This design comes from an exercise in tuning for small area on the open sky130 flow, not from production work.
In this exercise RTL edits were held to simulation tests only and were not proved equivalent to the original.
Power is estimated from default activity; no workload was simulated.

`design/flow/run.sh`:
```
#!/bin/bash
# synth_recipe.tcl (not shown) runs the flow's synth.tcl, then flattens the netlist and writes it again
# the make line also repeats each setting of config.mk as NAME=value (left out here)
make -C /OpenROAD-flow-scripts/flow DESIGN_CONFIG=/design/flow/config.mk WORK_HOME=/design/flow/orfs CLKGATE_MAP_FILE= SYNTH_SCRIPT=/design/flow/synth_recipe.tcl finish
```
`design/flow/config.mk`:
```
export PLATFORM = sky130hd
export DESIGN_NAME = xgmii_pktgen
export DESIGN_NICKNAME = xgmii_pktgen
export VERILOG_FILES = /design/flow/design.v
export SDC_FILE = /design/flow/constraint.sdc
export NUM_CORES = 4
export LEC_CHECK = 0
export CAP_MARGIN = 20
export CORE_MARGIN = 2
export CORE_UTILIZATION = 40
export SLEW_MARGIN = 20
```
`design/flow/constraint.sdc`:
```
create_clock -name core_clock -period 6.4 [get_ports {Clk}]
set_input_delay 1.2800 -clock core_clock [delete_from_list [all_inputs] [get_ports {Clk}]]
set_output_delay 1.2800 -clock core_clock [all_outputs]
set_load 0.01 [all_outputs]
```
`design/flow/design.v`:
```
`timescale 1ns/1ns
`default_nettype none
module xgmii_pktgen (
    input  wire logic        Clk,
    input  wire logic        Reset,
    input  wire logic        gen_en,
    input  wire logic [31:0] gen_num,
    input  wire logic [15:0] idle_len,
    input  wire logic [15:0] cfg_len,
    input  wire logic [47:0] cfg_dmac,
    input  wire logic [47:0] cfg_smac,
    input  wire logic [31:0] cfg_dip,
    input  wire logic [31:0] cfg_sip,
    input  wire logic [15:0] cfg_dp,
    input  wire logic [15:0] cfg_sp,
    input  wire logic [6:0]  cfg_mode,
    output logic      [63:0] txd,
    output logic      [7:0]  txc,
    output wire logic        tx_done
);
    logic q_idle, q_pre, q_sof, q_w1, q_w2, q_w3, q_w4, q_pay, q_gap;
    logic        fresh;
    logic [31:0] k;
    logic [10:0] ll;
    logic [15:0] cnt;
    logic        tpend;
    logic        c_smac, c_dip;
    logic        eqr;
    logic [31:0] k_inc;
    logic [10:0] ll_inc;
    logic [15:0] cnt_inc;
    logic        start_ok;
    logic        fs;
    logic [10:0] lm1;
    logic        last;
    logic [2:0]  mod;
    assign cnt_inc  = cnt + 16'd1;
    assign start_ok = gen_en && (fresh || (gen_num == 32'd0) || !eqr);
    assign fs       = q_idle && start_ok;
    assign tx_done  = q_idle && !start_ok;
    assign lm1  = cfg_mode[6] ? ll : (cfg_len[10:0] - 11'd1);
    assign last = q_pay && (cnt[7:0] == lm1[10:3]);
    assign mod  = lm1[2:0] + 3'd1;
    always_ff @(posedge Clk or posedge Reset) begin
        if (Reset) begin
            q_idle <= 1'b1;
            q_pre  <= 1'b0;
            q_sof  <= 1'b0;
            q_w1   <= 1'b0;
            q_w2   <= 1'b0;
            q_w3   <= 1'b0;
            q_w4   <= 1'b0;
            q_pay  <= 1'b0;
            q_gap  <= 1'b0;
            fresh  <= 1'b1;
            tpend  <= 1'b0;
        end else begin
            tpend <= last && (mod == 3'd0);
            if (!gen_en) begin
                fresh <= 1'b1;
            end else if (fs) begin
                fresh <= 1'b0;
            end
            q_idle <= (q_idle && !start_ok) || (last && (idle_len == 16'd0))
                   || (q_gap && (cnt == idle_len));
            q_pre  <= fs;
            q_sof  <= q_pre;
            q_w1   <= q_sof;
            q_w2   <= q_w1;
            q_w3   <= q_w2;
            q_w4   <= q_w3;
            q_pay  <= q_w4 || (q_pay && !last);
            q_gap  <= (last && (idle_len != 16'd0)) || (q_gap && (cnt != idle_len));
        end
    end
    always_ff @(posedge Clk) begin
        if (fs) begin
            k  <= fresh ? 32'd0 : k_inc;
            ll <= (fresh || (ll == 11'd2047)) ? 11'd63 : ll_inc;
        end
        if (q_pre) begin
            cnt <= 16'd0;
        end else if (last) begin
            cnt <= 16'd1;
        end else begin
            cnt <= cnt_inc;
        end
    end
    logic s0, s1, s2, s3, s4, sp, si, spl;
    logic [15:0] kH, kL;
    logic [15:0] xH, xM, xL, yH, yM, yL, sH, sM, sL;
    logic        xLM, yLM, xMH, cLM, cMH, cH;
    logic [15:0] xB, yB, sB, oB;
    logic        cB;
    logic [63:0] word;
    assign sp  = q_pre;
    assign si  = q_idle;
    assign s0  = q_sof;
    assign s1  = q_w1;
    assign s2  = q_w2;
    assign s3  = q_w3;
    assign s4  = q_w4;
    assign spl = !(s0 || s1 || s2 || s3 || s4 || sp);
    assign kH  = k[31:16];
    assign kL  = k[15:0];
    always_comb begin
        xH = ({16{s0}} & cfg_dmac[47:32])       | ({16{s1 || sp}} & cfg_smac[31:16])
           | ({16{s2}} & {5'd0, lm1})           | ({16{s4}} & cfg_dip[15:0]);
        xM = ({16{s0}} & cfg_dmac[31:16])       | ({16{s1 || sp}} & cfg_smac[15:0])
           | ({16{s3}} & cfg_sip[31:16])        | ({16{s4}} & cfg_sp)
           | ({16{s2}} & cfg_dip[15:0]);
        xL = ({16{s0}} & cfg_dmac[15:0])        | ({16{s1}} & 16'h0800)
           | ({16{s2}} & 16'h4000)              | ({16{s3}} & cfg_sip[15:0])
           | ({16{s4}} & cfg_dp)                | ({16{sp}} & kL)
           | ({16{si}} & {5'd0, ll});
        yH = ({16{(s1 || sp) && cfg_mode[4]}} & kH) | ({16{s2}} & 16'hFFEF)
           | ({16{s4 && cfg_mode[3]}} & kL)         | ({16{spl}} & kH);
        yM = ({16{s0 && cfg_mode[5]}} & kH)         | ({16{(s1 || sp) && cfg_mode[4]}} & kL)
           | ({16{s3 && cfg_mode[2]}} & kH)         | ({16{s4 && cfg_mode[0]}} & kL)
           | ({16{s2 && cfg_mode[3]}} & kL)         | ({16{spl}} & kL);
        yL = ({16{s0 && cfg_mode[5]}} & kL)         | ({16{s3 && cfg_mode[2]}} & kL)
           | ({16{s4 && cfg_mode[1]}} & kL);
    end
    assign xLM = !(s4 || sp);
    assign yLM = si;
    assign xMH = !(s2 || s3 || s4);
    assign {cH, sH, cMH, sM, cLM, sL} = {1'b0, xH, xMH, xM, xLM, xL}
                                      + {1'b0, yH, 1'b0, yM, yLM, yL}
                                      + {50'd0, si || sp};
    assign xB = ({16{s0}} & cfg_smac[47:32]) | ({16{s3}} & cfg_dip[31:16]);
    assign yB = ((s3 && cfg_mode[3]) || sp) ? kH : 16'd0;
    assign cB = s0 ? c_smac : (s3 ? c_dip : (&kL));
    assign sB = xB + yB + {15'd0, cB};
    always_comb begin
        if (s0 || s3)  oB = sB;
        else if (s1)   oB = 16'h4500;
        else if (s2)   oB = 16'h4006;
        else if (s4)   oB = 16'h0004;
        else           oB = cnt;
    end
    assign word   = {sH, sM & {16{!s2}}, sL, oB};
    assign k_inc  = {sH, sM};
    assign ll_inc = sL[10:0];
    always_ff @(posedge Clk) begin
        if (sp) begin
            c_smac <= cH;
            eqr    <= ({sB, sL} == gen_num);
        end
        if (s2) begin
            c_dip  <= cMH;
        end
    end
    always_ff @(posedge Clk or posedge Reset) begin
        if (Reset) begin
            txd <= {8{8'h07}};
            txc <= 8'hFF;
        end else begin
            txd <= {8{8'h07}};
            txc <= 8'hFF;
            if (q_pre) begin
                txd <= {8'hD5, {6{8'h55}}, 8'hFB};
                txc <= 8'h01;
            end else if (q_sof || q_w1 || q_w2 || q_w3 || q_w4 || q_pay) begin
                txc <= 8'h00;
                for (int j = 0; j < 8; j++) begin
                    txd[8*j +: 8] <= word[63-8*j -: 8];
                end
                if (last && (mod != 3'd0)) begin
                    txc <= 8'hFF << mod;
                    for (int j = 0; j < 8; j++) begin
                        if (j == int'(mod)) begin
                            txd[8*j +: 8] <= 8'hFD;
                        end else if (j > int'(mod)) begin
                            txd[8*j +: 8] <= 8'h07;
                        end
                    end
                end
            end else if (tpend) begin
                txd <= {{7{8'h07}}, 8'hFD};
            end
        end
    end
endmodule
`default_nettype wire
```
==> metrics list <==
* Setup repair after global routing missed its margin: no
- From bottom edge to top edge, the die measures 181 µm.
* Worst min-delay path startpoint: q_gap$_DFF_PP0_
- Max Freq: roughly 0.18 GHz
- In the synthesized netlist, the cells that appear most often are sky130_fd_sc_hd__nor2_1, sky130_fd_sc_hd__nand2_1, sky130_fd_sc_hd__a21oi_1.
* Number of H-tree levels: 4
- Half-perimeter wire length after placement: about 45 mm
- Sequential Area: 3830 µm²
* Area taken by multi-input logic gates: 8170 µm²
* Total CTS buffers: 17
- For this design the top-level I/O count stands at between 300 and 400.
* Worst-path fanout max: 16
- Dividing total power by cell area gives a power density of 206 nW/µm².
- The total overflow left after global routing is 0.
* Starting Density: 40.8%
- Count of cells along the worst hold path: 2
* Antenna-violating nets left: 0
* Final period utilization: 88.3%
- Total Negative Setup Slacks: 0 ns
- Maximum root-to-sink buffer count: 2
- Fill cells in the final layout number approximately 2,900.
* Library cell with the highest instance count after synthesis: sky130_fd_sc_hd__nor2_1
- For this run, the leading register cell type out of synthesis is sky130_fd_sc_hd__dfrtp_1.
* Share of flip-flops with an asynchronous set or reset: 57.2%
- At the worst endpoint, the arrival time is 5.96 ns.
* Worst-margin pin slew: 0.890 ns
- In this run the tool buffered the top-level ports with 333 buffer cells.
- For this run, the slowest stage of the critical path takes 0.60 ns.
- In this run the static leakage power is 0.00692 µW.
- The path with the worst hold slack has its endpoint at q_idle$_DFF_PP1_.
- Insertion delay of the later-clocked pin in the worst-skew pair: 0.45 ns
- For this run, the number of Yosys warnings is 1.
* Count of unique library cells instantiated by Yosys: 78
* Synthesized area per cell: 8.36 µm²
- Reg2Reg Depth: 18
- The number of antenna violations at the first check in global routing was 2.
- Synthesis handed over a netlist of 1,499 instances.
- Core Box Area: 30,700 µm²
- After clock tree synthesis, the repair step resized 0 gates.
- Crit end category: flop
- Final Max Slew Viols: 0
* Number of endpoints with negative hold slack in the final report: 0
- Worst reg2reg path startpoint: k[10]$_SDFFCE_PP0P_
- For this block, the routed nets add up to 56.7 mm of wire.
- Clock-pin slew was measured on the worst setup and hold paths at 0.07 ns.
- Setup violations remaining at the end of the flow were counted as 0.
* Netlist Area Pre-Place: between 10,000 and 15,000 µm²
- In the global route stage, overall resource usage came out at 33.6%.
- The worst setup path is of the in2reg kind.
- Worst reg2reg setup slack: 1.02 ns
* Wire length of the first global-routing pass: between 80 and 90 mm
* Largest net degree at the start of global routing: 54
- The worst register-to-register path ends at eqr$_DFFE_PP_.
* Share of cells above drive strength 1: 7.40%
* Sequential cell area fraction in the yosys report: 30.5%
- Die width: 181 µm
- The area growth from synthesis to layout is 34.3%.
- Net count after synthesis: 1,837
- Startpoint types: input pin
- Row generation in the floorplan step produced 64 rows.
- Summing over every cut layer, the via total after detailed routing is 13,700.
* Detailed router's first-iteration violation count: 1,488
- The via count of the first global-routing pass was 13,400.
- Largest voltage drop on the vdd net: 0.184 mV
- CTS placed an instance of sky130_fd_sc_hd__clkbuf_16 at the clock tree root.
- For this run, the post-layout net count is 2,123.
* Worst EP required: 6.71 ns
* Die footprint: 32,800 µm²
* Largest cells by area after synthesis: sky130_fd_sc_hd__edfxtp_1, sky130_fd_sc_hd__dfrtp_1, sky130_fd_sc_hd__dfstp_2
- The flow ran to the end and the layout has no timing, DRC or antenna violations.
- Post-CTS Setup Repair Bufs: 0
- TritonCTS built the clock tree.
- In the routed design, unresolved DRC markers number 0.
* Number of buffers inserted for hold repair after clock tree synthesis: 0
- Wire per inst: 25.8 µm
- The smallest clock period supported by the final layout is computed as 5.65 ns.
- Setup clock skew after layout: approximately 0.012 ns
- Seq cells post-synth: 145
* Final cell utilization of the core: a little over half
* Number of maximum-capacitance constraint violations: 0
- On the critical path the largest part of the delay comes from simple AND/OR/NAND/NOR gates.
- Class of the most critical hold timing path: reg2reg
- Number of detailed-route iterations in the first pass: 6
- Sink Count: around 150
- Number of synthesized flops with an enable pin: 46
* Final Wtd Congestion: 0.944
* Max transition margin: 40.7%
- Leading area contributor after synthesis: sky130_fd_sc_hd__edfxtp_1
- In this run the biggest area consumer among cell types represents 11.0% of the synthesized area.
- Instance count on the critical path: 16
* Critical path buffer and inverter count: 1
* CP Cell Sequence: clkdlybuf4s50_1 > a22o_1 > a21o_1 > nand2_1 > fa_1 > fa_1 > xor2_1 > xor2_1 > nand3_1 > a211oi_1 > o2111ai_1 > nor4_1 > nand4_1 > or4_1 > nor4_1 > and4_1
- Among all stages on the critical path, the largest delay is contributed by sky130_fd_sc_hd__or4_1.
- Post-detailed-route via-to-cell ratio: 6.24
==> registers in the layout, summed over array words and instances, names as in the netlist, 8 cells and up <==
name / flops
ll: 11
k: 32
cnt: 16
txc: 8
txd: 64
==> layer usage <==
layer	up-vias	part of all wire (%)	global-route usage [%]
li1	6205	-	-
met1	6618	42	43.4
met2	752	46	56.4
met3	120	8.2	6.05
met4	0	3.6	11.9
met5	-	0	0
==> cell families (layout without fill, tap and decap cells) <==
logic type               count (synthesis)  in the layout  synth area share (%)
AND/OR/NAND/NOR                        509            509                  20.1
flip-flops                             145            145                  30.5
other                                    0              1                     0
adder cells (fa/ha/maj)                 72             72                  7.43
multiplexers                             3              3                 0.260
AO/OA/AOI/OAI                          492            492                  27.6
XOR/XNOR                               138            138                  9.75
buffers and inverters                  140            439                  4.39
==> layout make-up <==
type / instances / area share [%]
Multi-Input combinational cell: 1214 / 48.5
Clock buffer: 19 / 2.70
Clock inverter: 13 / 0.817
Sequential cell: 145 / 22.7
Inverter: 36 / 0.810
Antenna cell: 1 / 0.0149
Timing Repair Buffer: 371 / 21.5
Tap cell: 396 / 2.94
==> worst max path at each step <==
stage	start	endpoint	slack, ns
floorplan	cfg_mode[5]	eqr$_DFFE_PP_	1.17
global placement	cfg_mode[5]	eqr$_DFFE_PP_	0.38
detailed placement	cfg_mode[5]	eqr$_DFFE_PP_	0.34
CTS	cfg_mode[5]	eqr$_DFFE_PP_	0.79
global route	cfg_mode[5]	eqr$_DFFE_PP_	0.47
finish	cfg_mode[5]	eqr$_DFFE_PP_	0.75
==> worst reg2reg max path: cells and delay by family, from the launching register on <==
| family | cells | cell delay, ns |
|---|---|---|
| simple gates | 11 | 2.70 |
| fa+ha+maj | 2 | 0.81 |
| xor+xnor | 1 | 0.19 |
| compound gates | 4 | 0.92 |
| flops | 1 | 0.63 |
==> report_power, final <==
part	internal [µW]	switching, µW
Clock	574	472
Sequential	1170	140
Combinational	566	543
==> through the flow <==
stage | instances | hold slack, ns | total power, µW | setup slack, ns | area [µm²]
after detailed placement | 2162 | 0.507 | 2420 | 0.338 | 16200
after floorplan | 1499 | 0.352 | 1740 | 1.17 | 12500
after global placement | 2162 | 0.480 | 2420 | 0.376 | 16200
after CTS | 2194 | 0.527 | 3470 | 0.789 | 16800
final | 2195 | 0.531 | 3460 | 0.747 | 16800
after global routing | 2194 | 0.563 | 3600 | 0.470 | 16800
==> cell usage in the layout, fill, tap and decap left out, drive strengths merged, types with 12 or more instances in the layout <==
cell type      Yosys  layout
clkdlybuf4s50      0     333
nor2             143     143
nand2            121     121
a21oi            105     105
xnor2             78      78
o21ai             76      76
ha                68      68
xor2              59      59
a22oi             54      54
dfrtp             49      49
nand3             46      46
edfxtp            46      46
inv               36      44
a21o              42      42
buf               16      38
a22o              34      34
nand4             34      34
dfstp             34      34
and2              30      30
a222oi            28      28
nor3              26      26
nor2b             23      23
nor4              21      21
a221o             19      19
a31oi             19      19
clkbuf            88      19
dfxtp             16      16
and3              15      15
nand2b            12      12

-- separate check: timing with driven ports --
Ports are ideal in the flow. The routed layout listed here was re-timed in OpenROAD. Step 1 (the two cells are an assumption about what drives the block):
set clk [get_ports {Clk}]
set_driving_cell -lib_cell sky130_fd_sc_hd__clkbuf_16 $clk
set_driving_cell -lib_cell sky130_fd_sc_hd__buf_2 [delete_from_list [all_inputs] $clk]
Step 2 times the ports against the registers' clock, not the clock port: input delays grow and output delays shrink by t, the midpoint of the rising clock arrivals with the driver on. Slacks: ideal / step 1 / step 2; pairs: ideal / step 1.
t, ns: 0.495
setup WS [ns]: 0.747 / 0.772 / 0.277
worst hold slack (ns): 0.531 / 0.531 / 0.531
worst setup path after step 2: input to register
After both steps setup and hold are still met in this run. The setup slack of this run moves by +0.025 ns with the drivers and by -0.470 ns with both steps.
